Source: an optimization exercise on an open RTL-to-GDS flow (aim: small area, a short achievable clock period and few clock cycles per item). Production flows keep margins and buffers that such runs may drop. The RTL was checked by simulation tests, not by an equivalence proof against the original design. No activity file was given, so power comes from the tool's default toggle rates.

### flow/constraint.sdc
create_clock -name core_clock -period 7.0 [get_ports {CLK}]
set_input_delay 1.4000 -clock core_clock [delete_from_list [all_inputs] [get_ports {CLK}]]
set_output_delay 1.4000 -clock core_clock [all_outputs]
set_load 0.01 [all_outputs]
### flow/design.v
`default_nettype none
package div_pkg;
  localparam int xlen = 32;
  typedef enum logic [1:0] {
    OP_DIV  = 2'd0,
    OP_DIVU = 2'd1,
    OP_REM  = 2'd2,
    OP_REMU = 2'd3
  } div_op_e;
endpackage
`default_nettype wire
`timescale 1ns/1ps
`default_nettype none
module div_operand_prep
(
  input  logic        CLK,
  input  logic        RST_N,
  input  logic        in_valid,
  input  logic        in_ready,
  input  logic [31:0] in_a,
  input  logic [31:0] in_b,
  input  logic [1:0]  in_op,
  input  logic        recirc,
  input  logic [31:0] recirc_data,
  output logic        slot_valid,
  output logic        slot_done,
  output logic [0:0]  slot_rem,
  output logic [31:0] slot_dq,
  output logic [31:0] slot_divisor,
  output logic        slot_neg,
  output logic        slot_take_rem
);
  logic        is_signed;
  logic        a_neg;
  logic        b_neg;
  logic        b_zero;
  logic [31:0] a_mag;
  logic [31:0] b_mag;
  logic        neg_d;
  logic        t0;
  logic        b_small;
  logic        ge0;
  always_comb begin
    is_signed = !in_op[0];
    a_neg     = is_signed & in_a[31];
    b_neg     = is_signed & in_b[31];
    b_zero    = (in_b == '0);
    a_mag = a_neg ? ('0 - in_a) : in_a;
    b_mag = b_neg ? ('0 - in_b) : in_b;
    neg_d = in_op[1] ? a_neg : ((a_neg ^ b_neg) & !b_zero);
    t0      = is_signed ? (in_a == 32'h8000_0000) : in_a[31];
    b_small = b_zero || (in_b == 32'd1) || (is_signed && (in_b == 32'hFFFF_FFFF));
    ge0     = b_small && (t0 || !in_b[0]);
  end
  always_ff @(posedge CLK) begin
    if (!RST_N) begin
      slot_valid <= 1'b0;
    end else begin
      slot_valid <= recirc | (in_valid & in_ready);
    end
  end
  always_ff @(posedge CLK) begin
    slot_done     <= recirc;
    slot_rem      <= t0 & !(ge0 & in_b[0]);
    slot_dq       <= {a_mag[30:0], ge0};
    slot_divisor  <= recirc ? recirc_data : b_mag;
    slot_neg      <= neg_d;
    slot_take_rem <= in_op[1];
  end
endmodule
`default_nettype wire
`timescale 1ns/1ps
`default_nettype none
module div_step_stage
#(
  parameter int J0 = 0,
  parameter int K  = 2,
  parameter int SEL = 0,
  parameter int RI = (J0 < 1) ? 1 : J0,
  parameter int RO = (SEL != 0) ? 32 : J0 + K
)
(
  input  logic          CLK,
  input  logic          RST_N,
  input  logic          prev_valid,
  input  logic          prev_done,
  input  logic [RI-1:0] prev_rem,
  input  logic [31:0]   prev_dq,
  input  logic [31:0]   prev_divisor,
  input  logic          prev_neg,
  input  logic          prev_take_rem,
  output logic          next_valid,
  output logic          next_done,
  output logic [RO-1:0] next_rem,
  output logic [31:0]   next_dq,
  output logic [31:0]   next_divisor,
  output logic          next_neg,
  output logic          next_take_rem
);
  logic [31:0] rem [0:K];
  logic [31:0] dq  [0:K];
  assign rem[0] = (J0 == 0) ? 32'd0 : {{(32 - RI){1'b0}}, prev_rem};
  assign dq[0]  = prev_dq;
  for (genvar i = 0; i < K; i++) begin : g_step
    localparam int W = J0 + i + 1;
    logic [W-1:0] t;
    logic [W-1:0] d;
    logic         borrow;
    logic         hi_nz;
    logic         ge;
    if (W == 1) begin : g_t1
      assign t = dq[i][31];
    end else begin : g_tn
      assign t = {rem[i][W-2:0], dq[i][31]};
    end
    if (W < 32) begin : g_hi
      assign hi_nz = |prev_divisor[31:W];
    end else begin : g_nohi
      assign hi_nz = 1'b0;
    end
    assign {borrow, d} = {1'b0, t} - {1'b0, prev_divisor[W-1:0]};
    assign ge = !hi_nz && !borrow;
    if (W < 32) begin : g_rw
      assign rem[i+1] = {{(32 - W){1'b0}}, ge ? d : t};
    end else begin : g_rf
      assign rem[i+1] = ge ? d : t;
    end
    assign dq[i+1] = {dq[i][30:0], ge};
  end
  always_ff @(posedge CLK) begin
    if (!RST_N) begin
      next_valid <= 1'b0;
    end else begin
      next_valid <= prev_valid;
    end
  end
  if (SEL) begin : g_sel
    always_ff @(posedge CLK) begin
      next_rem <= prev_take_rem ? rem[K] : dq[K];
    end
    assign next_dq = '0;
  end else begin : g_nosel
    always_ff @(posedge CLK) begin
      next_rem <= rem[K][RO-1:0];
      next_dq  <= dq[K];
    end
  end
  always_ff @(posedge CLK) begin
    next_done     <= prev_done;
    next_divisor  <= prev_divisor;
    next_neg      <= prev_neg;
    next_take_rem <= prev_take_rem;
  end
endmodule
`default_nettype wire
`timescale 1ns/1ps
`default_nettype none
module div_result_fixup
#(
  parameter int DEPTH = 30,
  parameter int LAPW  = 5
)
(
  input  logic        CLK,
  input  logic        RST_N,
  input  logic        r_ready,
  output logic        in_ready,
  input  logic        prev_valid,
  input  logic        prev_done,
  input  logic [31:0] prev_mag,
  input  logic [31:0] prev_divisor,
  input  logic        prev_neg,
  output logic        recirc,
  output logic [31:0] result,
  output logic        r_valid,
  output logic [31:0] r_data
);
  logic        ring;
  logic [LAPW-1:0] lap;
  logic        prev_head;
  logic        recirc_head;
  logic        space;
  logic        deliver;
  always_comb begin
    if (prev_done) begin
      result = prev_divisor;
    end else begin
      result = prev_neg ? ('0 - prev_mag) : prev_mag;
    end
  end
  assign space       = !r_valid | r_ready;
  assign prev_head   = ring & (lap == '0);
  assign deliver     = prev_valid & space & (!ring | prev_head);
  assign recirc      = prev_valid & !deliver;
  assign recirc_head = recirc & (!ring | prev_head);
  assign in_ready    = !ring & !(prev_valid & !space);
  always_ff @(posedge CLK) begin
    if (recirc_head) begin
      lap <= DEPTH[LAPW-1:0];
    end else if (lap != '0) begin
      lap <= lap - 1'b1;
    end
  end
  always_ff @(posedge CLK) begin
    if (!RST_N) begin
      ring <= 1'b0;
    end else if (recirc_head) begin
      ring <= 1'b1;
    end else if (deliver & prev_head) begin
      ring <= 1'b0;
    end
  end
  always_ff @(posedge CLK) begin
    if (!RST_N) begin
      r_valid <= 1'b0;
    end else if (space) begin
      r_valid <= deliver;
    end
  end
  always_ff @(posedge CLK) begin
    if (deliver) begin
      r_data <= result;
    end
  end
endmodule
`default_nettype wire
`timescale 1ns/1ps
`default_nettype none
module div_top
(
  input  logic        CLK,
  input  logic        RST_N,
  input  logic        in_valid,
  output logic        in_ready,
  input  logic [31:0] in_a,
  input  logic [31:0] in_b,
  input  logic [1:0]  in_op,
  output logic        r_valid,
  input  logic        r_ready,
  output logic [31:0] r_data
);
  logic        recirc;
  logic [31:0] result;
  logic        s0_valid;
  logic        s0_done;
  logic [0:0] s0_rem;
  logic [31:0] s0_dq;
  logic [31:0] s0_divisor;
  logic        s0_neg;
  logic        s0_take_rem;
  logic        s1_valid;
  logic        s1_done;
  logic [2:0] s1_rem;
  logic [31:0] s1_dq;
  logic [31:0] s1_divisor;
  logic        s1_neg;
  logic        s1_take_rem;
  logic        s2_valid;
  logic        s2_done;
  logic [4:0] s2_rem;
  logic [31:0] s2_dq;
  logic [31:0] s2_divisor;
  logic        s2_neg;
  logic        s2_take_rem;
  logic        s3_valid;
  logic        s3_done;
  logic [5:0] s3_rem;
  logic [31:0] s3_dq;
  logic [31:0] s3_divisor;
  logic        s3_neg;
  logic        s3_take_rem;
  logic        s4_valid;
  logic        s4_done;
  logic [6:0] s4_rem;
  logic [31:0] s4_dq;
  logic [31:0] s4_divisor;
  logic        s4_neg;
  logic        s4_take_rem;
  logic        s5_valid;
  logic        s5_done;
  logic [7:0] s5_rem;
  logic [31:0] s5_dq;
  logic [31:0] s5_divisor;
  logic        s5_neg;
  logic        s5_take_rem;
  logic        s6_valid;
  logic        s6_done;
  logic [8:0] s6_rem;
  logic [31:0] s6_dq;
  logic [31:0] s6_divisor;
  logic        s6_neg;
  logic        s6_take_rem;
  logic        s7_valid;
  logic        s7_done;
  logic [9:0] s7_rem;
  logic [31:0] s7_dq;
  logic [31:0] s7_divisor;
  logic        s7_neg;
  logic        s7_take_rem;
  logic        s8_valid;
  logic        s8_done;
  logic [10:0] s8_rem;
  logic [31:0] s8_dq;
  logic [31:0] s8_divisor;
  logic        s8_neg;
  logic        s8_take_rem;
  logic        s9_valid;
  logic        s9_done;
  logic [11:0] s9_rem;
  logic [31:0] s9_dq;
  logic [31:0] s9_divisor;
  logic        s9_neg;
  logic        s9_take_rem;
  logic        s10_valid;
  logic        s10_done;
  logic [12:0] s10_rem;
  logic [31:0] s10_dq;
  logic [31:0] s10_divisor;
  logic        s10_neg;
  logic        s10_take_rem;
  logic        s11_valid;
  logic        s11_done;
  logic [13:0] s11_rem;
  logic [31:0] s11_dq;
  logic [31:0] s11_divisor;
  logic        s11_neg;
  logic        s11_take_rem;
  logic        s12_valid;
  logic        s12_done;
  logic [14:0] s12_rem;
  logic [31:0] s12_dq;
  logic [31:0] s12_divisor;
  logic        s12_neg;
  logic        s12_take_rem;
  logic        s13_valid;
  logic        s13_done;
  logic [15:0] s13_rem;
  logic [31:0] s13_dq;
  logic [31:0] s13_divisor;
  logic        s13_neg;
  logic        s13_take_rem;
  logic        s14_valid;
  logic        s14_done;
  logic [16:0] s14_rem;
  logic [31:0] s14_dq;
  logic [31:0] s14_divisor;
  logic        s14_neg;
  logic        s14_take_rem;
  logic        s15_valid;
  logic        s15_done;
  logic [17:0] s15_rem;
  logic [31:0] s15_dq;
  logic [31:0] s15_divisor;
  logic        s15_neg;
  logic        s15_take_rem;
  logic        s16_valid;
  logic        s16_done;
  logic [18:0] s16_rem;
  logic [31:0] s16_dq;
  logic [31:0] s16_divisor;
  logic        s16_neg;
  logic        s16_take_rem;
  logic        s17_valid;
  logic        s17_done;
  logic [19:0] s17_rem;
  logic [31:0] s17_dq;
  logic [31:0] s17_divisor;
  logic        s17_neg;
  logic        s17_take_rem;
  logic        s18_valid;
  logic        s18_done;
  logic [20:0] s18_rem;
  logic [31:0] s18_dq;
  logic [31:0] s18_divisor;
  logic        s18_neg;
  logic        s18_take_rem;
  logic        s19_valid;
  logic        s19_done;
  logic [21:0] s19_rem;
  logic [31:0] s19_dq;
  logic [31:0] s19_divisor;
  logic        s19_neg;
  logic        s19_take_rem;
  logic        s20_valid;
  logic        s20_done;
  logic [22:0] s20_rem;
  logic [31:0] s20_dq;
  logic [31:0] s20_divisor;
  logic        s20_neg;
  logic        s20_take_rem;
  logic        s21_valid;
  logic        s21_done;
  logic [23:0] s21_rem;
  logic [31:0] s21_dq;
  logic [31:0] s21_divisor;
  logic        s21_neg;
  logic        s21_take_rem;
  logic        s22_valid;
  logic        s22_done;
  logic [24:0] s22_rem;
  logic [31:0] s22_dq;
  logic [31:0] s22_divisor;
  logic        s22_neg;
  logic        s22_take_rem;
  logic        s23_valid;
  logic        s23_done;
  logic [25:0] s23_rem;
  logic [31:0] s23_dq;
  logic [31:0] s23_divisor;
  logic        s23_neg;
  logic        s23_take_rem;
  logic        s24_valid;
  logic        s24_done;
  logic [26:0] s24_rem;
  logic [31:0] s24_dq;
  logic [31:0] s24_divisor;
  logic        s24_neg;
  logic        s24_take_rem;
  logic        s25_valid;
  logic        s25_done;
  logic [27:0] s25_rem;
  logic [31:0] s25_dq;
  logic [31:0] s25_divisor;
  logic        s25_neg;
  logic        s25_take_rem;
  logic        s26_valid;
  logic        s26_done;
  logic [28:0] s26_rem;
  logic [31:0] s26_dq;
  logic [31:0] s26_divisor;
  logic        s26_neg;
  logic        s26_take_rem;
  logic        s27_valid;
  logic        s27_done;
  logic [29:0] s27_rem;
  logic [31:0] s27_dq;
  logic [31:0] s27_divisor;
  logic        s27_neg;
  logic        s27_take_rem;
  logic        s28_valid;
  logic        s28_done;
  logic [30:0] s28_rem;
  logic [31:0] s28_dq;
  logic [31:0] s28_divisor;
  logic        s28_neg;
  logic        s28_take_rem;
  logic        s29_valid;
  logic        s29_done;
  logic [31:0] s29_rem;
  logic [31:0] s29_dq;
  logic [31:0] s29_divisor;
  logic        s29_neg;
  logic        s29_take_rem;
  div_operand_prep u_operand_prep (
    .CLK           (CLK),
    .RST_N         (RST_N),
    .in_valid      (in_valid),
    .in_ready      (in_ready),
    .in_a          (in_a),
    .in_b          (in_b),
    .in_op         (in_op),
    .recirc        (recirc),
    .recirc_data   (result),
    .slot_valid    (s0_valid),
    .slot_done     (s0_done),
    .slot_rem      (s0_rem),
    .slot_dq       (s0_dq),
    .slot_divisor  (s0_divisor),
    .slot_neg      (s0_neg),
    .slot_take_rem (s0_take_rem)
  );
  div_step_stage #(.J0(1), .K(2), .SEL(0)) u_stage0 (
    .CLK           (CLK),
    .RST_N         (RST_N),
    .prev_valid    (s0_valid),
    .prev_done     (s0_done),
    .prev_rem      (s0_rem),
    .prev_dq       (s0_dq),
    .prev_divisor  (s0_divisor),
    .prev_neg      (s0_neg),
    .prev_take_rem (s0_take_rem),
    .next_valid    (s1_valid),
    .next_done     (s1_done),
    .next_rem      (s1_rem),
    .next_dq       (s1_dq),
    .next_divisor  (s1_divisor),
    .next_neg      (s1_neg),
    .next_take_rem (s1_take_rem)
  );
  div_step_stage #(.J0(3), .K(2), .SEL(0)) u_stage1 (
    .CLK           (CLK),
    .RST_N         (RST_N),
    .prev_valid    (s1_valid),
    .prev_done     (s1_done),
    .prev_rem      (s1_rem),
    .prev_dq       (s1_dq),
    .prev_divisor  (s1_divisor),
    .prev_neg      (s1_neg),
    .prev_take_rem (s1_take_rem),
    .next_valid    (s2_valid),
    .next_done     (s2_done),
    .next_rem      (s2_rem),
    .next_dq       (s2_dq),
    .next_divisor  (s2_divisor),
    .next_neg      (s2_neg),
    .next_take_rem (s2_take_rem)
  );
  div_step_stage #(.J0(5), .K(1), .SEL(0)) u_stage2 (
    .CLK           (CLK),
    .RST_N         (RST_N),
    .prev_valid    (s2_valid),
    .prev_done     (s2_done),
    .prev_rem      (s2_rem),
    .prev_dq       (s2_dq),
    .prev_divisor  (s2_divisor),
    .prev_neg      (s2_neg),
    .prev_take_rem (s2_take_rem),
    .next_valid    (s3_valid),
    .next_done     (s3_done),
    .next_rem      (s3_rem),
    .next_dq       (s3_dq),
    .next_divisor  (s3_divisor),
    .next_neg      (s3_neg),
    .next_take_rem (s3_take_rem)
  );
  div_step_stage #(.J0(6), .K(1), .SEL(0)) u_stage3 (
    .CLK           (CLK),
    .RST_N         (RST_N),
    .prev_valid    (s3_valid),
    .prev_done     (s3_done),
    .prev_rem      (s3_rem),
    .prev_dq       (s3_dq),
    .prev_divisor  (s3_divisor),
    .prev_neg      (s3_neg),
    .prev_take_rem (s3_take_rem),
    .next_valid    (s4_valid),
    .next_done     (s4_done),
    .next_rem      (s4_rem),
    .next_dq       (s4_dq),
    .next_divisor  (s4_divisor),
    .next_neg      (s4_neg),
    .next_take_rem (s4_take_rem)
  );
  div_step_stage #(.J0(7), .K(1), .SEL(0)) u_stage4 (
    .CLK           (CLK),
    .RST_N         (RST_N),
    .prev_valid    (s4_valid),
    .prev_done     (s4_done),
    .prev_rem      (s4_rem),
    .prev_dq       (s4_dq),
    .prev_divisor  (s4_divisor),
    .prev_neg      (s4_neg),
    .prev_take_rem (s4_take_rem),
    .next_valid    (s5_valid),
    .next_done     (s5_done),
    .next_rem      (s5_rem),
    .next_dq       (s5_dq),
    .next_divisor  (s5_divisor),
    .next_neg      (s5_neg),
    .next_take_rem (s5_take_rem)
  );
  div_step_stage #(.J0(8), .K(1), .SEL(0)) u_stage5 (
    .CLK           (CLK),
    .RST_N         (RST_N),
    .prev_valid    (s5_valid),
    .prev_done     (s5_done),
    .prev_rem      (s5_rem),
    .prev_dq       (s5_dq),
    .prev_divisor  (s5_divisor),
    .prev_neg      (s5_neg),
    .prev_take_rem (s5_take_rem),
    .next_valid    (s6_valid),
    .next_done     (s6_done),
    .next_rem      (s6_rem),
    .next_dq       (s6_dq),
    .next_divisor  (s6_divisor),
    .next_neg      (s6_neg),
    .next_take_rem (s6_take_rem)
  );
  div_step_stage #(.J0(9), .K(1), .SEL(0)) u_stage6 (
    .CLK           (CLK),
    .RST_N         (RST_N),
    .prev_valid    (s6_valid),
    .prev_done     (s6_done),
    .prev_rem      (s6_rem),
    .prev_dq       (s6_dq),
    .prev_divisor  (s6_divisor),
    .prev_neg      (s6_neg),
    .prev_take_rem (s6_take_rem),
    .next_valid    (s7_valid),
    .next_done     (s7_done),
    .next_rem      (s7_rem),
    .next_dq       (s7_dq),
    .next_divisor  (s7_divisor),
    .next_neg      (s7_neg),
    .next_take_rem (s7_take_rem)
  );
  div_step_stage #(.J0(10), .K(1), .SEL(0)) u_stage7 (
    .CLK           (CLK),
    .RST_N         (RST_N),
    .prev_valid    (s7_valid),
    .prev_done     (s7_done),
    .prev_rem      (s7_rem),
    .prev_dq       (s7_dq),
    .prev_divisor  (s7_divisor),
    .prev_neg      (s7_neg),
    .prev_take_rem (s7_take_rem),
    .next_valid    (s8_valid),
    .next_done     (s8_done),
    .next_rem      (s8_rem),
    .next_dq       (s8_dq),
    .next_divisor  (s8_divisor),
    .next_neg      (s8_neg),
    .next_take_rem (s8_take_rem)
  );
  div_step_stage #(.J0(11), .K(1), .SEL(0)) u_stage8 (
    .CLK           (CLK),
    .RST_N         (RST_N),
    .prev_valid    (s8_valid),
    .prev_done     (s8_done),
    .prev_rem      (s8_rem),
    .prev_dq       (s8_dq),
    .prev_divisor  (s8_divisor),
    .prev_neg      (s8_neg),
    .prev_take_rem (s8_take_rem),
    .next_valid    (s9_valid),
    .next_done     (s9_done),
    .next_rem      (s9_rem),
    .next_dq       (s9_dq),
    .next_divisor  (s9_divisor),
    .next_neg      (s9_neg),
    .next_take_rem (s9_take_rem)
  );
  div_step_stage #(.J0(12), .K(1), .SEL(0)) u_stage9 (
    .CLK           (CLK),
    .RST_N         (RST_N),
    .prev_valid    (s9_valid),
    .prev_done     (s9_done),
    .prev_rem      (s9_rem),
    .prev_dq       (s9_dq),
    .prev_divisor  (s9_divisor),
    .prev_neg      (s9_neg),
    .prev_take_rem (s9_take_rem),
    .next_valid    (s10_valid),
    .next_done     (s10_done),
    .next_rem      (s10_rem),
    .next_dq       (s10_dq),
    .next_divisor  (s10_divisor),
    .next_neg      (s10_neg),
    .next_take_rem (s10_take_rem)
  );
  div_step_stage #(.J0(13), .K(1), .SEL(0)) u_stage10 (
    .CLK           (CLK),
    .RST_N         (RST_N),
    .prev_valid    (s10_valid),
    .prev_done     (s10_done),
    .prev_rem      (s10_rem),
    .prev_dq       (s10_dq),
    .prev_divisor  (s10_divisor),
    .prev_neg      (s10_neg),
    .prev_take_rem (s10_take_rem),
    .next_valid    (s11_valid),
    .next_done     (s11_done),
    .next_rem      (s11_rem),
    .next_dq       (s11_dq),
    .next_divisor  (s11_divisor),
    .next_neg      (s11_neg),
    .next_take_rem (s11_take_rem)
  );
  div_step_stage #(.J0(14), .K(1), .SEL(0)) u_stage11 (
    .CLK           (CLK),
    .RST_N         (RST_N),
    .prev_valid    (s11_valid),
    .prev_done     (s11_done),
    .prev_rem      (s11_rem),
    .prev_dq       (s11_dq),
    .prev_divisor  (s11_divisor),
    .prev_neg      (s11_neg),
    .prev_take_rem (s11_take_rem),
    .next_valid    (s12_valid),
    .next_done     (s12_done),
    .next_rem      (s12_rem),
    .next_dq       (s12_dq),
    .next_divisor  (s12_divisor),
    .next_neg      (s12_neg),
    .next_take_rem (s12_take_rem)
  );
  div_step_stage #(.J0(15), .K(1), .SEL(0)) u_stage12 (
    .CLK           (CLK),
    .RST_N         (RST_N),
    .prev_valid    (s12_valid),
    .prev_done     (s12_done),
    .prev_rem      (s12_rem),
    .prev_dq       (s12_dq),
    .prev_divisor  (s12_divisor),
    .prev_neg      (s12_neg),
    .prev_take_rem (s12_take_rem),
    .next_valid    (s13_valid),
    .next_done     (s13_done),
    .next_rem      (s13_rem),
    .next_dq       (s13_dq),
    .next_divisor  (s13_divisor),
    .next_neg      (s13_neg),
    .next_take_rem (s13_take_rem)
  );
  div_step_stage #(.J0(16), .K(1), .SEL(0)) u_stage13 (
    .CLK           (CLK),
    .RST_N         (RST_N),
    .prev_valid    (s13_valid),
    .prev_done     (s13_done),
    .prev_rem      (s13_rem),
    .prev_dq       (s13_dq),
    .prev_divisor  (s13_divisor),
    .prev_neg      (s13_neg),
    .prev_take_rem (s13_take_rem),
    .next_valid    (s14_valid),
    .next_done     (s14_done),
    .next_rem      (s14_rem),
    .next_dq       (s14_dq),
    .next_divisor  (s14_divisor),
    .next_neg      (s14_neg),
    .next_take_rem (s14_take_rem)
  );
  div_step_stage #(.J0(17), .K(1), .SEL(0)) u_stage14 (
    .CLK           (CLK),
    .RST_N         (RST_N),
    .prev_valid    (s14_valid),
    .prev_done     (s14_done),
    .prev_rem      (s14_rem),
    .prev_dq       (s14_dq),
    .prev_divisor  (s14_divisor),
    .prev_neg      (s14_neg),
    .prev_take_rem (s14_take_rem),
    .next_valid    (s15_valid),
    .next_done     (s15_done),
    .next_rem      (s15_rem),
    .next_dq       (s15_dq),
    .next_divisor  (s15_divisor),
    .next_neg      (s15_neg),
    .next_take_rem (s15_take_rem)
  );
  div_step_stage #(.J0(18), .K(1), .SEL(0)) u_stage15 (
    .CLK           (CLK),
    .RST_N         (RST_N),
    .prev_valid    (s15_valid),
    .prev_done     (s15_done),
    .prev_rem      (s15_rem),
    .prev_dq       (s15_dq),
    .prev_divisor  (s15_divisor),
    .prev_neg      (s15_neg),
    .prev_take_rem (s15_take_rem),
    .next_valid    (s16_valid),
    .next_done     (s16_done),
    .next_rem      (s16_rem),
    .next_dq       (s16_dq),
    .next_divisor  (s16_divisor),
    .next_neg      (s16_neg),
    .next_take_rem (s16_take_rem)
  );
  div_step_stage #(.J0(19), .K(1), .SEL(0)) u_stage16 (
    .CLK           (CLK),
    .RST_N         (RST_N),
    .prev_valid    (s16_valid),
    .prev_done     (s16_done),
    .prev_rem      (s16_rem),
    .prev_dq       (s16_dq),
    .prev_divisor  (s16_divisor),
    .prev_neg      (s16_neg),
    .prev_take_rem (s16_take_rem),
    .next_valid    (s17_valid),
    .next_done     (s17_done),
    .next_rem      (s17_rem),
    .next_dq       (s17_dq),
    .next_divisor  (s17_divisor),
    .next_neg      (s17_neg),
    .next_take_rem (s17_take_rem)
  );
  div_step_stage #(.J0(20), .K(1), .SEL(0)) u_stage17 (
    .CLK           (CLK),
    .RST_N         (RST_N),
    .prev_valid    (s17_valid),
    .prev_done     (s17_done),
    .prev_rem      (s17_rem),
    .prev_dq       (s17_dq),
    .prev_divisor  (s17_divisor),
    .prev_neg      (s17_neg),
    .prev_take_rem (s17_take_rem),
    .next_valid    (s18_valid),
    .next_done     (s18_done),
    .next_rem      (s18_rem),
    .next_dq       (s18_dq),
    .next_divisor  (s18_divisor),
    .next_neg      (s18_neg),
    .next_take_rem (s18_take_rem)
  );
  div_step_stage #(.J0(21), .K(1), .SEL(0)) u_stage18 (
    .CLK           (CLK),
    .RST_N         (RST_N),
    .prev_valid    (s18_valid),
    .prev_done     (s18_done),
    .prev_rem      (s18_rem),
    .prev_dq       (s18_dq),
    .prev_divisor  (s18_divisor),
    .prev_neg      (s18_neg),
    .prev_take_rem (s18_take_rem),
    .next_valid    (s19_valid),
    .next_done     (s19_done),
    .next_rem      (s19_rem),
    .next_dq       (s19_dq),
    .next_divisor  (s19_divisor),
    .next_neg      (s19_neg),
    .next_take_rem (s19_take_rem)
  );
  div_step_stage #(.J0(22), .K(1), .SEL(0)) u_stage19 (
    .CLK           (CLK),
    .RST_N         (RST_N),
    .prev_valid    (s19_valid),
    .prev_done     (s19_done),
    .prev_rem      (s19_rem),
    .prev_dq       (s19_dq),
    .prev_divisor  (s19_divisor),
    .prev_neg      (s19_neg),
    .prev_take_rem (s19_take_rem),
    .next_valid    (s20_valid),
    .next_done     (s20_done),
    .next_rem      (s20_rem),
    .next_dq       (s20_dq),
    .next_divisor  (s20_divisor),
    .next_neg      (s20_neg),
    .next_take_rem (s20_take_rem)
  );
  div_step_stage #(.J0(23), .K(1), .SEL(0)) u_stage20 (
    .CLK           (CLK),
    .RST_N         (RST_N),
    .prev_valid    (s20_valid),
    .prev_done     (s20_done),
    .prev_rem      (s20_rem),
    .prev_dq       (s20_dq),
    .prev_divisor  (s20_divisor),
    .prev_neg      (s20_neg),
    .prev_take_rem (s20_take_rem),
    .next_valid    (s21_valid),
    .next_done     (s21_done),
    .next_rem      (s21_rem),
    .next_dq       (s21_dq),
    .next_divisor  (s21_divisor),
    .next_neg      (s21_neg),
    .next_take_rem (s21_take_rem)
  );
  div_step_stage #(.J0(24), .K(1), .SEL(0)) u_stage21 (
    .CLK           (CLK),
    .RST_N         (RST_N),
    .prev_valid    (s21_valid),
    .prev_done     (s21_done),
    .prev_rem      (s21_rem),
    .prev_dq       (s21_dq),
    .prev_divisor  (s21_divisor),
    .prev_neg      (s21_neg),
    .prev_take_rem (s21_take_rem),
    .next_valid    (s22_valid),
    .next_done     (s22_done),
    .next_rem      (s22_rem),
    .next_dq       (s22_dq),
    .next_divisor  (s22_divisor),
    .next_neg      (s22_neg),
    .next_take_rem (s22_take_rem)
  );
  div_step_stage #(.J0(25), .K(1), .SEL(0)) u_stage22 (
    .CLK           (CLK),
    .RST_N         (RST_N),
    .prev_valid    (s22_valid),
    .prev_done     (s22_done),
    .prev_rem      (s22_rem),
    .prev_dq       (s22_dq),
    .prev_divisor  (s22_divisor),
    .prev_neg      (s22_neg),
    .prev_take_rem (s22_take_rem),
    .next_valid    (s23_valid),
    .next_done     (s23_done),
    .next_rem      (s23_rem),
    .next_dq       (s23_dq),
    .next_divisor  (s23_divisor),
    .next_neg      (s23_neg),
    .next_take_rem (s23_take_rem)
  );
  div_step_stage #(.J0(26), .K(1), .SEL(0)) u_stage23 (
    .CLK           (CLK),
    .RST_N         (RST_N),
    .prev_valid    (s23_valid),
    .prev_done     (s23_done),
    .prev_rem      (s23_rem),
    .prev_dq       (s23_dq),
    .prev_divisor  (s23_divisor),
    .prev_neg      (s23_neg),
    .prev_take_rem (s23_take_rem),
    .next_valid    (s24_valid),
    .next_done     (s24_done),
    .next_rem      (s24_rem),
    .next_dq       (s24_dq),
    .next_divisor  (s24_divisor),
    .next_neg      (s24_neg),
    .next_take_rem (s24_take_rem)
  );
  div_step_stage #(.J0(27), .K(1), .SEL(0)) u_stage24 (
    .CLK           (CLK),
    .RST_N         (RST_N),
    .prev_valid    (s24_valid),
    .prev_done     (s24_done),
    .prev_rem      (s24_rem),
    .prev_dq       (s24_dq),
    .prev_divisor  (s24_divisor),
    .prev_neg      (s24_neg),
    .prev_take_rem (s24_take_rem),
    .next_valid    (s25_valid),
    .next_done     (s25_done),
    .next_rem      (s25_rem),
    .next_dq       (s25_dq),
    .next_divisor  (s25_divisor),
    .next_neg      (s25_neg),
    .next_take_rem (s25_take_rem)
  );
  div_step_stage #(.J0(28), .K(1), .SEL(0)) u_stage25 (
    .CLK           (CLK),
    .RST_N         (RST_N),
    .prev_valid    (s25_valid),
    .prev_done     (s25_done),
    .prev_rem      (s25_rem),
    .prev_dq       (s25_dq),
    .prev_divisor  (s25_divisor),
    .prev_neg      (s25_neg),
    .prev_take_rem (s25_take_rem),
    .next_valid    (s26_valid),
    .next_done     (s26_done),
    .next_rem      (s26_rem),
    .next_dq       (s26_dq),
    .next_divisor  (s26_divisor),
    .next_neg      (s26_neg),
    .next_take_rem (s26_take_rem)
  );
  div_step_stage #(.J0(29), .K(1), .SEL(0)) u_stage26 (
    .CLK           (CLK),
    .RST_N         (RST_N),
    .prev_valid    (s26_valid),
    .prev_done     (s26_done),
    .prev_rem      (s26_rem),
    .prev_dq       (s26_dq),
    .prev_divisor  (s26_divisor),
    .prev_neg      (s26_neg),
    .prev_take_rem (s26_take_rem),
    .next_valid    (s27_valid),
    .next_done     (s27_done),
    .next_rem      (s27_rem),
    .next_dq       (s27_dq),
    .next_divisor  (s27_divisor),
    .next_neg      (s27_neg),
    .next_take_rem (s27_take_rem)
  );
  div_step_stage #(.J0(30), .K(1), .SEL(0)) u_stage27 (
    .CLK           (CLK),
    .RST_N         (RST_N),
    .prev_valid    (s27_valid),
    .prev_done     (s27_done),
    .prev_rem      (s27_rem),
    .prev_dq       (s27_dq),
    .prev_divisor  (s27_divisor),
    .prev_neg      (s27_neg),
    .prev_take_rem (s27_take_rem),
    .next_valid    (s28_valid),
    .next_done     (s28_done),
    .next_rem      (s28_rem),
    .next_dq       (s28_dq),
    .next_divisor  (s28_divisor),
    .next_neg      (s28_neg),
    .next_take_rem (s28_take_rem)
  );
  div_step_stage #(.J0(31), .K(1), .SEL(1)) u_stage28 (
    .CLK           (CLK),
    .RST_N         (RST_N),
    .prev_valid    (s28_valid),
    .prev_done     (s28_done),
    .prev_rem      (s28_rem),
    .prev_dq       (s28_dq),
    .prev_divisor  (s28_divisor),
    .prev_neg      (s28_neg),
    .prev_take_rem (s28_take_rem),
    .next_valid    (s29_valid),
    .next_done     (s29_done),
    .next_rem      (s29_rem),
    .next_dq       (s29_dq),
    .next_divisor  (s29_divisor),
    .next_neg      (s29_neg),
    .next_take_rem (s29_take_rem)
  );
  div_result_fixup #(.DEPTH(29), .LAPW(5)) u_result_fixup (
    .CLK           (CLK),
    .RST_N         (RST_N),
    .r_ready       (r_ready),
    .in_ready      (in_ready),
    .prev_valid    (s29_valid),
    .prev_done     (s29_done),
    .prev_mag      (s29_rem),
    .prev_divisor  (s29_divisor),
    .prev_neg      (s29_neg),
    .recirc        (recirc),
    .result        (result),
    .r_valid       (r_valid),
    .r_data        (r_data)
  );
endmodule
`default_nettype wire
### flow/config.mk
export PLATFORM = sky130hd
export DESIGN_NAME = div_top
export DESIGN_NICKNAME = div_top
export VERILOG_FILES = /design/flow/design.v
export SDC_FILE = /design/flow/constraint.sdc
export NUM_CORES = 4
export LEC_CHECK = 0
export CAP_MARGIN = 20
export CORE_MARGIN = 2
export CORE_UTILIZATION = 40
export CTS_CLUSTER_DIAMETER = 100
export CTS_CLUSTER_SIZE = 32
export SETUP_SLACK_MARGIN = 3.8
export SLEW_MARGIN = 20
export TNS_END_PERCENT = 10
### flow/run.sh
#!/bin/bash
# synth_recipe.tcl (not shown) runs the flow's synth.tcl, then flattens the netlist and writes it again
# the make line also repeats each setting of config.mk as NAME=value (left out here)
make -C /OpenROAD-flow-scripts/flow DESIGN_CONFIG=/design/flow/config.mk WORK_HOME=/design/flow/orfs CLKGATE_MAP_FILE= SYNTH_SCRIPT=/design/flow/synth_recipe.tcl finish
==> results of run 1 <==
-- layout make-up --
type                       instances  area share
clock buffer                     109      0.0266
tap                             2838      0.0366
antenna                            2   0.0000516
inverter                         687      0.0269
sequential                      2568       0.534
timing repair buffer             250      0.0273
multi-input combinational       4430       0.343
clock inverter                    33     0.00602
-- worst max-delay path: stages (launching register included) --
cell,delay [ns]
dfxtp_1,0.37
or4_4,0.59
nor3_4,0.30
nand3_2,0.15
or4_4,0.50
or4_4,0.50
o41ai_2,0.26
xor2_1,0.12
o21ai_2,0.42
mux2_2,0.26
-- cell families (layout without fill, tap and decap cells) --
group	Yosys count	in the layout	synth area share
mux	339	339	0.0434
compound gates	1437	1438	0.103
other cells	0	2	0
fa+ha+maj	563	563	0.0840
flops	2568	2568	0.597
xor+xnor	466	466	0.0471
simple gates	1621	1624	0.0904
buf+inv	801	1079	0.0351
-- per-stage QoR --
step | instances | worst slack (ns)
final | 10900 | 3.46
after floorplan | 7795 | 3.29
after CTS | 10900 | 3.52
after global placement | 10700 | 1.80
after global routing | 10900 | 3.40
after detailed placement | 10700 | 1.74
-- layer usage --
layer,vias up,wire (um),global-route usage
met1,25000,81400,0.200
li1,26800,-,-
met5,-,0,0
met2,710,85400,0.273
met3,259,5870,0.0172
met4,0,4970,0.0470
-- power by group through the flow --
stage / Combinational (mW) / Clock, mW / Sequential (mW)
2_1_floorplan: 5.48 / 0 / 16.9
3_3_place_gp: 7.02 / 0 / 17.2
3_5_place_dp: 7.19 / 0 / 17.2
4_1_cts: 7.73 / 7.70 / 16.9
5_1_grt: 8.83 / 8.17 / 17.1
6_report: 7.98 / 7.38 / 16.9
-- final timing paths --
check / from / to / slack [ns]
hold reg to reg: u_stage0.next_dq[16] / u_stage1.next_dq[18] / 0.29
setup reg to reg: u_stage28.next_rem[9] / u_operand_prep.slot_divisor[29] / 3.46
hold / removal: u_stage0.next_dq[16] / u_stage1.next_dq[18] / 0.29
setup / recovery: u_stage28.next_rem[9] / u_operand_prep.slot_divisor[29] / 3.46
-- cell usage in the layout, fill, tap and decap left out, drive strengths merged, types with 18 or more instances in the layout --
master / instances
a211oi: 44
a21boi: 44
a21o: 150
a21oi: 357
a31oi: 61
and2: 44
and3: 43
buf: 139
clkbuf: 116
clkdlybuf4s50: 97
dfxtp: 2536
edfxtp: 32
fa: 31
ha: 532
inv: 696
mux2: 296
mux2i: 43
nand2: 513
nand2b: 79
nand3: 96
nand3b: 18
nand4: 38
nor2: 367
nor2b: 94
nor3: 112
nor4: 101
o211ai: 26
o21a: 67
o21ai: 454
o21bai: 31
o31ai: 49
o41ai: 22
or2: 18
or3: 44
or4: 28
xnor2: 283
xor2: 183
-- timing repair --
| item | in CTS | in global routing |
|---|---|---|
| buffers inserted | 42 | 46 |
| setup endpoints to repair | 516 | 543 |
| cloned | 10 | 9 |
| gates resized for setup | 182 | 173 |
| pin swaps | 48 | 80 |
==> out/qor.yml, run 1 <==
r2r_cells: 9
drtIter0Drc: 2678
relSlewSlack: 0.163
die_h_um: 469
grtUsageTotal: 0.155
worst_pin_slew_ns: 1.24
dieArea_um2: 220000
power_frac_comb: 0.247
syn_nets: 8428
dpl_cell_area_um2: 91200
grt_first_pass_wirelength_mm: 279
cp_data_arrival_time_ns: 4.28
synth_edf_count: 32
place.gp.congestion: 0.871
finalNetCount: 8669
ant_nets: 0
syn_area_um2: 86700
p_clk_frac: 0.229
wl_per_cell_um: 16.3
die_w_um: 469
start_util: 0.403
drc: 0
timing.final.crit_share: 0.505
final-hold-violation-count: 0
register_area_um2: 51800
clk_latency_ns: 0.80
critPathLaunchType: "register"
cts_max_path_buffers: 3
num_io_pins: 104
drt-total-wl_mm: 178
synth_top_area_cell: "dfxtp_1"
setup_tns_ns: 0
finalPower_mw: 32.3
ir_drop_mv: 0.199
yosys.cell_types.count: 82
cp_max_fo: 4
clockRootBuffer: "clkbuf_16"
area_delta_synth_final_pct: 11.9
hold_depth: 0
multi_input_area_um2: 33200
switching_share: 0.302
avgSynthCellArea_um2: 11.1
drt-vias-per-instance: 4.84
synth.most_common_cell: "dfxtp_1"
required_ns: 7.74
grt_pass1_vias: 52700
yosysWarningCount: 89
async_flop_share: 0
drv_cap: 0
fin_area_um2: 97000
ys_seq_elements: 2568
ys.flop_type: "dfxtp_1"
outcome: "no timing/DRC/antenna violations"
cts_sinks: 2568
grt_max_degree: 68
finalCriticalPeriod_ns: 3.54
clock.fmax_mhz: 283
syn_inst: 7795
synth_top_area_share: 0.586
dr.pass1.iters: 5
p_sw_mw: 9.73
antenna_found_initial: 10
hold_class: "register to register"
crit_path_end_kind: "register"
port_buffers: 103
vias: 52800
powerDensity_nw_per_um2: 333
final_max_slew_viol_count: 0
cts_htree_levels: 3
cts_buffers: 99
path_clk_slew_ns: 0.12
filler_cell_count: 19600
rsz0062_at_grt: "true"
hold_ws_ns: 0.290
netlist_top_cells_count: "2,536 x dfxtp_1, 686 x inv_1, 532 x ha_1"
p_int_mw: 22.5
hold_buffers: 0
final.setup_skew_ns: 0.0743
leakagePower_nw: 42.1
pwr-share-seq: 0.524
design.core.area_um2: 215000
grt_overflow_total: 0
yosys-top-cells-area: "dfxtp_1 59%, ha_1 7.7%, mux2_2 3.8%"
path_class: "register to register"
synth-seq-area-share: 0.597
cts_tree: "done"
rows: 170
drive_above_1_share: 0.103
place_hpwl_mm: 130
final_util: 0.451
finalSetupViolCount: 0
Testbench counts, summed over its fixed seeds: cycles 9,848, items 9,600.
==> inputs of run 2 (changes only) <==
--- a/flow/config.mk
+++ b/flow/config.mk
@@ -7,3 +7,3 @@
 export LEC_CHECK = 0
-export CAP_MARGIN = 20
+export CAP_MARGIN = 5
 export CORE_MARGIN = 2
@@ -12,4 +12,3 @@
 export CTS_CLUSTER_SIZE = 32
-export SETUP_SLACK_MARGIN = 3.8
-export SLEW_MARGIN = 20
-export TNS_END_PERCENT = 10
+export SETUP_SLACK_MARGIN = 3.6
+export SLEW_MARGIN = 5
==> run 2 against run 1 <==
Effect of this change: still clean; die area unchanged; routed wire length decreased by 1.7%; final cell count increased by 0.29%; combinational power decreased by 1%; setup slack improved by 0.14 ns; flip-flop and latch count unchanged; critical path depth increased by 4; first-iteration DRC count increased by 0.82%.
==> out/qor.yml, run 2 <==
required_ns: 7.63
p_clk_frac: 0.227
drt-total-wl_mm: 175
hold_ws_ns: 0.290
async_flop_share: 0
pwr-share-seq: 0.527
critPathLaunchType: "register"
reg2reg_slack_ns: 3.60
clock.fmax_mhz: 294
clockRootBuffer: "clkbuf_16"
vias: 53000
synth_top_area_share: 0.586
powerDensity_nw_per_um2: 331
wl_per_cell_um: 15.9
yosys-top-cells-area: "dfxtp_1 59%, ha_1 7.7%, mux2_2 3.8%"
worst-path-buf-inv: 2
crit_path_end_kind: "register"
critPathTopFamily: "simple AND/OR/NAND/NOR gates"
yosysWarningCount: 89
power_frac_comb: 0.245
dieArea_um2: 220000
cts_tree: "done"
drive_above_1_share: 0.107
timing.final.crit_share: 0.486
synth_edf_count: 32
outcome: "no timing/DRC/antenna violations"
die_h_um: 469
num_io_pins: 104
filler_cell_count: 19600
yosys.cell_types.count: 82
final-hold-violation-count: 0
p_int_mw: 22.5
cts_htree_levels: 3
p_sw_mw: 9.62
finalNetCount: 8702
critPathMaxStageDelay_ns: 0.53
grt_max_degree: 68
avgSynthCellArea_um2: 11.1
startpoint: "u_stage25.next_divisor[0]"
setup_tns_ns: 0
hp-start: "u_stage26.next_dq[2]"
area_delta_synth_final_pct: 12.0
cts_max_path_buffers: 3
drc: 0
design.core.area_um2: 215000
grt_overflow_total: 0
synth_top_area_cell: "dfxtp_1"
switching_share: 0.299
syn_nets: 8428
crit_top_cell: "o211ai_1"
worst_pin_slew_ns: 1.38
hold_class: "register to register"
finalCriticalPeriod_ns: 3.40
drtIter0Drc: 2700
final_cell_mix: "2,517 x dfxtp_1, 680 x inv_1, 523 x ha_1, 499 x nand2_1, 400 x o21ai_0"
ir_drop_mv: 0.265
path_clk_slew_ns: 0.11
path_class: "register to register"
cp_data_arrival_time_ns: 4.03
path_cells: "ha_4 > fa_2 > nor2b_2 > o31a_1 > o211ai_1 > a21oi_1 > and3b_2 > o211ai_1 > buf_4 > a2111oi_4 > or4_4 > buf_12 > mux2_2"
rsz0062_at_grt: "true"
final_max_slew_viol_count: 0
slowest_stage: "or4_4"
finalSetupViolCount: 0
dr.pass1.iters: 6
synth.most_common_cell: "dfxtp_1"
cts_buffers: 98
leakagePower_nw: 42.1
mostFrequentLayoutCell: "dfxtp_1"
ys.flop_type: "dfxtp_1"
synth-seq-area-share: 0.597
start_util: 0.403
rows: 170
ys_seq_elements: 2568
port_buffers: 103
netlist_top_cells_count: "2,536 x dfxtp_1, 686 x inv_1, 532 x ha_1"
syn_area_um2: 86700
grt_first_pass_wirelength_mm: 276
grtUsageTotal: 0.153
antenna_found_initial: 12
grt_pass1_vias: 52600
relSlewSlack: 0.0732
die_w_um: 469
rr_startpoint: "u_stage25.next_divisor[0]"
final.setup_skew_ns: 0.0804
cp_max_fo: 30
drv_cap: 0
place.gp.congestion: 0.883
place_hpwl_mm: 128
ant_nets: 0
clk_latency_ns: 0.80
syn_inst: 7795
drt-vias-per-instance: 4.84
cts_sinks: 2568
## run 2: kinds of logic (layout without fill, tap and decap cells)
logic type	count (synthesis)	in the layout	synth area share
compound gates	1437	1438	0.103
xor+xnor	466	466	0.0471
fa+ha+maj	563	563	0.0840
buf+inv	801	1109	0.0351
flops	2568	2568	0.597
mux	339	339	0.0434
other cells	0	3	0
simple gates	1621	1625	0.0904
## run 2: worst register-to-register path, delay by kind of cell, from the launching register on
| kind | cells | cell delay, ns |
|---|---|---|
| simple gates | 3 | 0.93 |
| fa+ha+maj | 2 | 0.58 |
| buf+inv | 2 | 0.34 |
| flops | 1 | 0.37 |
| compound gates | 5 | 0.78 |
| mux | 1 | 0.30 |
## run 2: repair_timing
item	CTS	global route
endpoints found under the hold margin	0	0
pin swaps	60	99
hold buffers	0	0
cloned	10	11
buffers inserted	56	68
setup endpoints to repair	434	475
resized for setup	177	196
## run 2: final cells by class
cell class	instances	area, um2	area share
tap	2838	3550	0.0366
multi-input combinational	4431	33200	0.342
clock buffer	104	2490	0.0257
inverter	687	2580	0.0266
clock inverter	35	597	0.00615
sequential	2568	51800	0.533
antenna	3	7.51	0.0000773
timing repair buffer	283	2900	0.0298
## run 2: routing by layer
layer / track usage / share of wire / wire length [um]
met1: 0.194 / 0.45 / 78900
met2: 0.268 / 0.48 / 84100
met3: 0.0228 / 0.040 / 6950
met4: 0.0411 / 0.027 / 4680
met5: 0 / 0 / 0
## run 2: power by group through the flow
stage	combinational (mW)	clock [mW]	sequential [mW]
floorplan	5.47	0	16.9
finish	7.89	7.30	16.9
global placement	6.85	0	17.3
detailed placement	7.01	0	17.3
CTS	7.38	7.63	17.0
global route	8.76	8.11	17.1
## run 2: through the flow
stage          power [mW]  std cells  utilization  cell area (um2)  setup slack [ns]
2_1_floorplan        22.3       7795            -            86700              3.29
3_3_place_gp         24.1      10700        0.424            91200              1.34
5_1_grt              34.0      10900        0.451            97100              3.42
4_1_cts              32.0      10900        0.445            95600              3.57
3_5_place_dp         24.3      10700        0.424            91200              1.38
6_report             32.1      10900        0.451            97100              3.60
## run 2: final timing paths
path | to | cells past startpoint
worst min register to register | u_stage27.next_dq[3] | 0
worst max register to register | u_stage26.next_rem[4] | 13
worst max-delay path | u_stage26.next_rem[4] | 13
worst min-delay path | u_stage27.next_dq[3] | 0
==> inputs of run 3 (changes only) <==
--- a/flow/config.mk
+++ b/flow/config.mk
@@ -11,3 +11,3 @@
 export CTS_CLUSTER_DIAMETER = 100
-export CTS_CLUSTER_SIZE = 32
+export CTS_CLUSTER_SIZE = 24
 export SETUP_SLACK_MARGIN = 3.6
==> run 3 against run 2 <==
Effect of this change: setup slack got worse by 0.021 ns; synthesized area did not move; flip-flop and latch count did not move; power rose by 1.5%; core utilization rose by 0.21 points; clock skew rose by 0.0059 ns; synthesized cell count did not move; largest cell class unchanged; global-route usage rose by 0.12 points; still clean; sequential power barely moved; largest power group unchanged; highest routed layer unchanged; critical path type unchanged.
==> out/qor.yml, run 3 <==
finalPower_mw: 32.6
synth_top_area_share: 0.586
yosysWarningCount: 89
hold_depth: 0
ant_nets: 0
cts_max_path_buffers: 3
dr.pass1.iters: 6
rows: 170
powerDensity_nw_per_um2: 335
synth_top_family_by_area: "compound AO/OA/AOI/OAI gates"
final.setup_skew_ns: 0.0864
clockRootBuffer: "clkbuf_16"
yosys-top-cells-area: "dfxtp_1 59%, ha_1 7.7%, mux2_2 3.8%"
place.gp.congestion: 0.883
drv_cap: 0
drtIter0Drc: 2597
ys.flop_type: "dfxtp_1"
drive_above_1_share: 0.110
mostFrequentLayoutCell: "dfxtp_1"
ir_drop_mv: 0.259
design.core.area_um2: 215000
startpoint: "u_stage26.next_dq[31]"
clock.fmax_mhz: 292
num_io_pins: 104
setup_tns_ns: 0
cts_buffers: 120
outcome: "no timing/DRC/antenna violations"
grt_overflow_total: 0
die_h_um: 469
grt_first_pass_wirelength_mm: 277
synth-seq-area-share: 0.597
relSlewSlack: 0.0812
path_class: "register to register"
syn_area_um2: 86700
vias: 53000
die_w_um: 469
dpl_cell_area_um2: 91200
drt-vias-per-instance: 4.83
final_max_slew_viol_count: 0
yosys.cell_types.count: 82
synth_xor_area_frac: 0.0471
wl_per_cell_um: 16.0
fin_area_um2: 97500
final-hold-violation-count: 0
syn_inst: 7795
final_cell_mix: "2,520 x dfxtp_1, 678 x inv_1, 522 x ha_1, 484 x nand2_1, 392 x o21ai_0"
place_hpwl_mm: 128
synth.most_common_cell: "dfxtp_1"
grtUsageTotal: 0.154
netlist_top_cells_count: "2,536 x dfxtp_1, 686 x inv_1, 532 x ha_1"
drt-total-wl_mm: 176
cts_sinks: 2568
required_ns: 7.73
rsz0062_at_grt: "true"
finalCriticalPeriod_ns: 3.42
timing.final.crit_share: 0.489
filler_cell_count: 19600
clk_latency_ns: 0.83
crit_path_end_kind: "register"
synth_compound_gate_area_share: 0.103
avgSynthCellArea_um2: 11.1
synth_top_area_cell: "dfxtp_1"
hold-path-endpoint: "u_stage26.next_divisor[2]"
ys_seq_elements: 2568
hold_ws_ns: 0.280
hold_class: "register to register"
hp-start: "u_stage25.next_divisor[2]"
dieArea_um2: 220000
worst_pin_slew_ns: 1.36
synth_edf_count: 32
finalSetupViolCount: 0
cp_data_arrival_time_ns: 4.15
synthAdderAreaFrac: 0.0840
timing.rr.end: "u_stage27.next_rem[30]"
path_clk_slew_ns: 0.10
start_util: 0.403
grt_pass1_vias: 53000
synthSimpleGateAreaFrac: 0.0904
rr_startpoint: "u_stage26.next_dq[31]"
async_flop_share: 0
antenna_found_initial: 11
area_delta_synth_final_pct: 12.6
cts_htree_levels: 3
hold_buffers: 0
critPathLaunchType: "register"
finalNetCount: 8724
reg2reg_slack_ns: 3.58
syn_nets: 8428
grt_max_degree: 68
synthMuxAreaShare: 0.0434
r2r_cells: 15
port_buffers: 103
drc: 0
cp_max_fo: 3
cts_tree: "done"
leakagePower_nw: 42.3
[run 3: cell counts after synthesis]
No cell type changed its count.
[run 3: worst max path at each step]
| stage | to | slack, ns | depth (start not counted) |
|---|---|---|---|
| after detailed placement | u_operand_prep.slot_dq[0] | 1.38 | 10 |
| after global placement | u_operand_prep.slot_dq[0] | 1.34 | 10 |
| after floorplan | u_operand_prep.slot_dq[30] | 3.29 | 8 |
| after global routing | u_stage27.next_rem[22] | 3.49 | 16 |
| final | u_stage27.next_rem[30] | 3.58 | 15 |
| after CTS | u_stage26.next_rem[4] | 3.55 | 13 |
[run 3: final cells by class]
| class | instances | area [um2] | area share |
|---|---|---|---|
| Antenna cell | 2 | 5.00 | 0.0000513 |
| Clock buffer | 130 | 3090 | 0.0317 |
| Clock inverter | 18 | 368 | 0.00377 |
| Inverter | 687 | 2580 | 0.0265 |
| Multi-Input combinational cell | 4431 | 33300 | 0.342 |
| Sequential cell | 2568 | 51800 | 0.531 |
| Tap cell | 2838 | 3550 | 0.0364 |
| Timing Repair Buffer | 283 | 2870 | 0.0294 |
[run 3: worst max-delay path, stage by stage (launching register included)]
cell and delay [ns]:
dfxtp_2 0.32, inv_2 0.06, ha_4 0.14, inv_2 0.04, fa_2 0.37, a211o_1 0.33
a21oi_2 0.18, o21ai_2 0.09, or4_4 0.53, nand3_4 0.10, o211ai_1 0.18, a311oi_2 0.29
buf_4 0.18, o311ai_2 0.10, xor2_1 0.16, mux2_4 0.26
[run 3: cells by family (layout without fill, tap and decap cells)]
group                    after synthesis  in the layout
adder cells (fa/ha/maj)              563            563
multiplexers                         339            339
other                                  0              2
AND/OR/NAND/NOR                     1621           1625
AO/OA/AOI/OAI                       1437           1438
XOR/XNOR                             466            466
flip-flops                          2568           2568
buffers and inverters                801           1118
[run 3: what timing repair did]
| item | 4_1_cts | 5_1_grt |
|---|---|---|
| setup buffers | 62 | 63 |
| endpoints found under the hold margin | 0 | 0 |
| cloned | 10 | 10 |
| pin swaps | 64 | 107 |
| gates resized for setup | 169 | 241 |
| endpoints found under the setup margin | 438 | 474 |
[run 3: where the power goes]
group	internal, mW	switching, mW	leakage [nW]
clock	3.27	4.46	1.68
sequential	16.1	0.884	21.5
combinational	3.62	4.33	19.2
total	23.0	9.67	42.3
[run 3: per-layer routing]
metal | track usage | part of all wire | up-vias
li1 | - | - | 26900
met1 | 0.194 | 0.45 | 25000
met2 | 0.270 | 0.48 | 767
met3 | 0.0236 | 0.042 | 246
met4 | 0.0442 | 0.024 | 0
met5 | 0 | 0 | -
[run 3: stage by stage]
step / util / std cells / setup slack (ns)
finish: 0.454 / 11000 / 3.58
global route: 0.454 / 11000 / 3.49
CTS: 0.447 / 10900 / 3.55
detailed placement: 0.424 / 10700 / 1.38
global placement: 0.424 / 10700 / 1.34
floorplan: - / 7795 / 3.29
==> inputs of run 4 (changes only) <==
--- a/flow/config.mk
+++ b/flow/config.mk
@@ -11,3 +11,3 @@
 export CTS_CLUSTER_DIAMETER = 100
-export CTS_CLUSTER_SIZE = 24
+export CTS_CLUSTER_SIZE = 28
 export SETUP_SLACK_MARGIN = 3.6
==> run 4 against run 3 <==
Effect of this change: critical path type unchanged; power decreased by 1.1%; sequential share of layout area up 0.14 points; hold slack gained 0.032 ns; largest cell class unchanged; clock skew fell by 0.025 ns; critical path depth rose by 2; sequential power hardly changed; flip-flop and latch count is the same; first-iteration DRC count increased by 5.9%; critical endpoint is now u_stage26.next_rem[27]; die area stayed put.
==> out/qor.yml, run 4 <==
dr.pass1.iters: 8
ant_nets: 0
final_max_slew_viol_count: 0
yosysWarningCount: 89
finalNetCount: 8713
synth_top_area_cell: "dfxtp_1"
start_util: 0.403
synth_edf_count: 32
final_cell_mix: "2,518 x dfxtp_1, 678 x inv_1, 523 x ha_1, 481 x nand2_1, 391 x o21ai_0"
crit_path_end_kind: "register"
final.setup_skew_ns: 0.0613
drt-vias-per-instance: 4.83
fin_ws_ns: 3.65
grt_pass1_vias: 52700
timing.final.crit_share: 0.479
critPathLaunchType: "register"
synth-seq-area-share: 0.597
leakagePower_nw: 42.2
async_flop_share: 0
die_w_um: 469
num_io_pins: 104
drc: 0
die_h_um: 469
cp_data_arrival_time_ns: 4.05
place.gp.congestion: 0.883
hp-start: "u_stage22.next_dq[27]"
relSlewSlack: 0.143
rows: 170
place_ws_ns: 1.38
ir_drop_mv: 0.207
rr_startpoint: "u_stage25.next_dq[31]"
layout.cells.non_filler: 10900
ys_seq_elements: 2568
netlist_top_cells_count: "2,536 x dfxtp_1, 686 x inv_1, 532 x ha_1"
setup_tns_ns: 0
worst_pin_slew_ns: 1.27
outcome: "no timing/DRC/antenna violations"
drt-total-wl_mm: 176
final-hold-violation-count: 0
dpl.cell_count: 10700
finalCriticalPeriod_ns: 3.35
clock.fmax_mhz: 298
dieArea_um2: 220000
yosys.cell_types.count: 82
grt_first_pass_wirelength_mm: 276
path_class: "register to register"
area_delta_synth_final_pct: 12.3
cts_htree_levels: 3
drive_above_1_share: 0.110
cts_tree: "done"
design.core.area_um2: 215000
place_hpwl_mm: 128
syn_nets: 8428
port_buffers: 103
ys.flop_type: "dfxtp_1"
path_clk_slew_ns: 0.10
grt_overflow_total: 0
grt_max_degree: 68
antenna_found_initial: 11
avgSynthCellArea_um2: 11.1
vias: 52900
rsz0062_at_grt: "true"
startpoint: "u_stage25.next_dq[31]"
hold_class: "register to register"
clk_latency_ns: 0.80
clockRootBuffer: "clkbuf_16"
cts_buffers: 107
powerDensity_nw_per_um2: 332
cts_sinks: 2568
yosys-top-cells-area: "dfxtp_1 59%, ha_1 7.7%, mux2_2 3.8%"
mostFrequentLayoutCell: "dfxtp_1"
hold_buffers: 0
synth.most_common_cell: "dfxtp_1"
grtUsageTotal: 0.153
wl_per_cell_um: 16.1
finalSetupViolCount: 0
drtIter0Drc: 2749
drv_cap: 0
cp_max_fo: 7
syn_area_um2: 86700
synth_top_area_share: 0.586
cts_max_path_buffers: 3
required_ns: 7.70
syn_inst: 7795
## run 4: cell counts after synthesis
Identical to the previous run, type by type.
## run 4: kinds of logic (layout without fill, tap and decap cells)
group / count (synthesis) / count (layout) / synth area share
compound gates: 1437 / 1438 / 0.103
buf+inv: 801 / 1109 / 0.0351
fa+ha+maj: 563 / 563 / 0.0840
xor+xnor: 466 / 466 / 0.0471
mux: 339 / 339 / 0.0434
other cells: 0 / 2 / 0
simple gates: 1621 / 1625 / 0.0904
flops: 2568 / 2568 / 0.597
## run 4: power breakdown
group / switching [mW] / total [mW] / internal [mW]
Clock: 4.43 / 7.39 / 2.96
Combinational: 4.33 / 7.94 / 3.61
Sequential: 0.883 / 17.0 / 16.1
## run 4: per-layer routing
| metal | up-vias | wire [um] | track usage |
|---|---|---|---|
| met4 | 0 | 4330 | 0.0435 |
| met5 | - | 0 | 0 |
| met2 | 744 | 84600 | 0.268 |
| li1 | 26900 | - | - |
| met3 | 241 | 7460 | 0.0237 |
| met1 | 25000 | 79400 | 0.195 |
## run 4: path summary, 6_finish.rpt
check | endpoint | slack [ns] | depth (start not counted)
max reg2reg | u_stage26.next_rem[27] | 3.65 | 17
min reg2reg | u_stage23.next_dq[28] | 0.31 | 0
max | u_stage26.next_rem[27] | 3.65 | 17
min | u_stage23.next_dq[28] | 0.31 | 0
## run 4: per-stage QoR
stage           util  hold slack, ns  power, mW  area, um2
2_1_floorplan      -           0.310       22.3      86700
3_3_place_gp   0.424           0.310       24.1      91200
3_5_place_dp   0.424           0.312       24.3      91200
4_1_cts        0.445           0.311       32.1      95700
5_1_grt        0.452           0.313       34.2      97300
6_report       0.452           0.312       32.3      97300
## run 4: area by class of cell
cell class	instances	area, um2
diodes	2	5.00
clock buffers	114	2740
clock inverters	23	395
fillers	19600	118000
inverters	687	2580
multi-input cells	4431	33400
flip-flops and latches	2568	51800
well taps	2838	3550
repair buffers	285	2880
## run 4: critical path, cell delays in order, from the launching register on
cell and delay [ns]:
dfxtp_2 0.35, inv_2 0.04, ha_4 0.15, fa_2 0.35
nor2b_2 0.13, o31a_1 0.16, o211ai_1 0.09, buf_4 0.16
a21oi_2 0.13, and3b_2 0.26, o211ai_1 0.16, buf_4 0.17
a2111oi_4 0.07, or4_4 0.53, buf_12 0.18, clkbuf_16 0.18
nand2_2 0.06, o21ai_1 0.05
## run 4: repair_timing
action | CTS | global route
hold endpoints to repair | 0 | 0
pin swaps | 64 | 111
cloned | 10 | 13
setup buffers | 60 | 64
endpoints found under the setup margin | 451 | 480
resized for setup | 174 | 252
==> inputs of run 5 (changes only) <==
--- a/flow/config.mk
+++ b/flow/config.mk
@@ -11,4 +11,4 @@
 export CTS_CLUSTER_DIAMETER = 100
-export CTS_CLUSTER_SIZE = 28
-export SETUP_SLACK_MARGIN = 3.6
+export CTS_CLUSTER_SIZE = 32
+export SETUP_SLACK_MARGIN = 3.5
 export SLEW_MARGIN = 5
==> run 5 against run 4 <==
Effect of this change: final cell count fell by 0.57%; power fell by 1.7%; routed wire length fell by 1.8%; register-to-register slack got worse by 0.14 ns; critical endpoint is now u_operand_prep.slot_divisor[27]; largest power group unchanged; highest routed layer is now met5.
==> out/qor.yml, run 5 <==
synth.most_common_cell: "dfxtp_1"
power_frac_comb: 0.242
mostFrequentLayoutCell: "dfxtp_1"
rsz0062_at_grt: "true"
vias: 52600
worst_pin_slew_ns: 1.21
rows: 170
worst-path-buf-inv: 0
synth_top_area_cell: "dfxtp_1"
syn_inst: 7795
p_clk_frac: 0.225
met1_usage: 0.196
drc: 0
cp_data_arrival_time_ns: 4.24
leakagePower_nw: 41.8
critPathMaxStageDelay_ns: 0.59
grt_pass1_vias: 52200
grt_first_pass_wirelength_mm: 274
final.setup_skew_ns: 0.0611
dpl_cell_area_um2: 91200
yosysWarningCount: 89
p_int_mw: 22.3
antenna_found_initial: 10
drt-vias-per-instance: 4.83
finalSetupViolCount: 0
path_cells: "or4_4 > nor3_4 > nand3_2 > or4_4 > or4_4 > o21ai_1 > xor2_1 > o21ai_1 > mux2_2"
final-hold-violation-count: 0
grt_max_degree: 68
finalCriticalPeriod_ns: 3.50
drive_above_1_share: 0.0927
finalNetCount: 8647
wl_per_cell_um: 15.9
slowest_stage: "o21ai_1"
async_flop_share: 0
pwr-share-seq: 0.534
critPathLaunchType: "register"
cts_htree_levels: 3
num_io_pins: 104
cp_max_fo: 4
yosys-top-cells-area: "dfxtp_1 59%, ha_1 7.7%, mux2_2 3.8%"
synth_top_area_share: 0.586
switching_share: 0.299
dr.pass1.iters: 5
place_hpwl_mm: 128
required_ns: 7.75
synth-seq-area-share: 0.597
powerDensity_nw_per_um2: 330
register_area_um2: 51700
cts_buffers: 96
final_cell_mix: "2,522 x dfxtp_1, 683 x inv_1, 525 x ha_1, 510 x nand2_1, 414 x o21ai_0"
crit_path_end_kind: "register"
outcome: "no timing/DRC/antenna violations"
start_util: 0.403
hold_class: "register to register"
synth_edf_count: 32
setup_tns_ns: 0
drt-total-wl_mm: 173
fin_area_um2: 96200
ys.flop_type: "dfxtp_1"
ant_nets: 0
path_class: "register to register"
clockRootBuffer: "clkbuf_16"
port_buffers: 103
ys_seq_elements: 2568
grtUsageMet2: 0.265
netlist_top_cells_count: "2,536 x dfxtp_1, 686 x inv_1, 532 x ha_1"
cts_tree: "done"
path_clk_slew_ns: 0.12
grtUsageTotal: 0.152
clk_latency_ns: 0.80
drv_cap: 0
cts_max_path_buffers: 3
syn_nets: 8428
syn_area_um2: 86700
grt_overflow_total: 0
avgSynthCellArea_um2: 11.1
place.gp.congestion: 0.885
crit_top_cell: "or4_4"
use_met3: 0.0200
ir_drop_mv: 0.214
area_delta_synth_final_pct: 11.0
clock.fmax_mhz: 286
cts_sinks: 2568
relSlewSlack: 0.188
yosys.cell_types.count: 82
timing.final.crit_share: 0.499
die_w_um: 469
final_max_slew_viol_count: 0
multi_input_area_um2: 33000
p_sw_mw: 9.48
design.core.area_um2: 215000
die_h_um: 469
busiest_layer: "met2"
critPathTopFamily: "simple AND/OR/NAND/NOR gates"
filler_cell_count: 19700
drtIter0Drc: 2498
hold_buffers: 0
dieArea_um2: 220000
-- run 5: cell types whose count changed in the layout (fill, tap and decap cells not counted), moves of 6 or more --
cell	delta
a21oi_1	+6
a21oi_2	-7
buf_4	-41
clkbuf_16	-13
mux2_2	-7
mux2_4	+7
nand2_1	+29
nand2_2	-17
nand2_4	-12
o21ai_0	+23
o21ai_1	-9
o21ai_2	-13
-- run 5: logic make-up after synthesis --
kind of cell | Yosys count | share of synthesized area
flops | 2568 | 0.597
mux | 339 | 0.0434
compound gates | 1437 | 0.103
xor+xnor | 466 | 0.0471
simple gates | 1621 | 0.0904
buf+inv | 801 | 0.0351
fa+ha+maj | 563 | 0.0840
-- run 5: final cells by class --
type                       instances  area share
inverter                         687      0.0269
antenna                            1   0.0000260
tap                             2838      0.0369
clock inverter                    28     0.00514
multi-input combinational       4428       0.343
timing repair buffer             233      0.0249
clock buffer                     103      0.0254
sequential                      2568       0.538
-- run 5: worst paths after layout --
| check | startpoint | end | slack [ns] | depth (start not counted) |
|---|---|---|---|---|
| setup / recovery | u_stage28.next_rem[10] | u_operand_prep.slot_divisor[27] | 3.50 | 9 |
| hold / removal | u_stage4.next_dq[8] | u_stage5.next_dq[9] | 0.28 | 0 |
| setup reg to reg | u_stage28.next_rem[10] | u_operand_prep.slot_divisor[27] | 3.50 | 9 |
| hold reg to reg | u_stage4.next_dq[8] | u_stage5.next_dq[9] | 0.28 | 0 |
-- run 5: timing repair --
action | in CTS | in global routing
setup endpoints to repair | 402 | 429
gates cloned | 5 | 8
gates resized for setup | 125 | 168
buffers inserted | 26 | 53
pin swaps | 31 | 65
hold endpoints to repair | 0 | 0
-- run 5: worst reg2reg max path: stages, from the launching register on --
cell     delay [ns]
dfxtp_1        0.40
or4_4          0.57
nor3_4         0.24
nand3_2        0.12
or4_4          0.49
or4_4          0.48
o21ai_1        0.17
xor2_1         0.09
o21ai_1        0.59
mux2_2         0.28
-- run 5: power by group through the flow --
stage	logic [mW]	clock network (mW)	registers (mW)
after floorplan	5.47	0	16.9
after global placement	6.89	0	17.3
after detailed placement	7.05	0	17.3
after CTS	7.33	7.47	17.0
after global routing	8.55	7.97	17.1
final	7.67	7.14	16.9
-- run 5: layer usage --
metal	share of wire	wire, um	vias to the layer above
met5	0.000041	7	-
met1	0.47	80300	24900
met4	0.022	3710	2
met3	0.034	5920	205
li1	-	-	26800
met2	0.48	82700	686
-- run 5: stage by stage --
stage	setup WS, ns	hold slack [ns]	cells	total power [mW]	util
after floorplan	3.29	0.310	7795	22.3	-
after global placement	1.33	0.310	10700	24.2	0.424
after detailed placement	1.37	0.312	10700	24.3	0.424
after CTS	3.50	0.274	10800	31.8	0.442
after global routing	3.39	0.286	10900	33.6	0.447
final	3.50	0.279	10900	31.7	0.447

==> static timing again, ports no longer ideal <==
How much do the figures lean on ideal ports? The routed layouts below were timed once more, with nothing changed but the port constraints.
Step 1, drivers: a clkbuf_16 drives CLK and a buf_2 each remaining input, both assumed.
Step 2 also shifts input and output timing later by t, the mid clock arrival at the registers, as if the neighbouring blocks saw the same clock.
Three values: no drivers, after step 1, after step 2; two values: the first two.
run | shift t [ns] | setup WS [ns] | hold slack, ns | worst setup path at the end | pins driven straight from the clock port
run 1 | 0.853 | 3.464 / 3.464 / 2.739 | 0.290 / 0.290 / 0.290 | input to register | 1
run 2 | 0.836 | 3.599 / 3.599 / 2.880 | 0.290 / 0.290 / 0.290 | input to register | 1
run 3 | 0.890 | 3.579 / 3.579 / 2.872 | 0.280 / 0.280 / 0.280 | input to register | 1
run 4 | 0.865 | 3.648 / 3.627 / 2.866 | 0.312 / 0.312 / 0.312 | input to register | 1
run 5 | 0.855 | 3.505 / 3.505 / 2.742 | 0.279 / 0.279 / 0.279 | input to register | 1
After both steps every run listed still meets setup and hold. The setup slack of run 4, which loses most, moves by -0.021 ns with the drivers and by -0.782 ns with both steps.
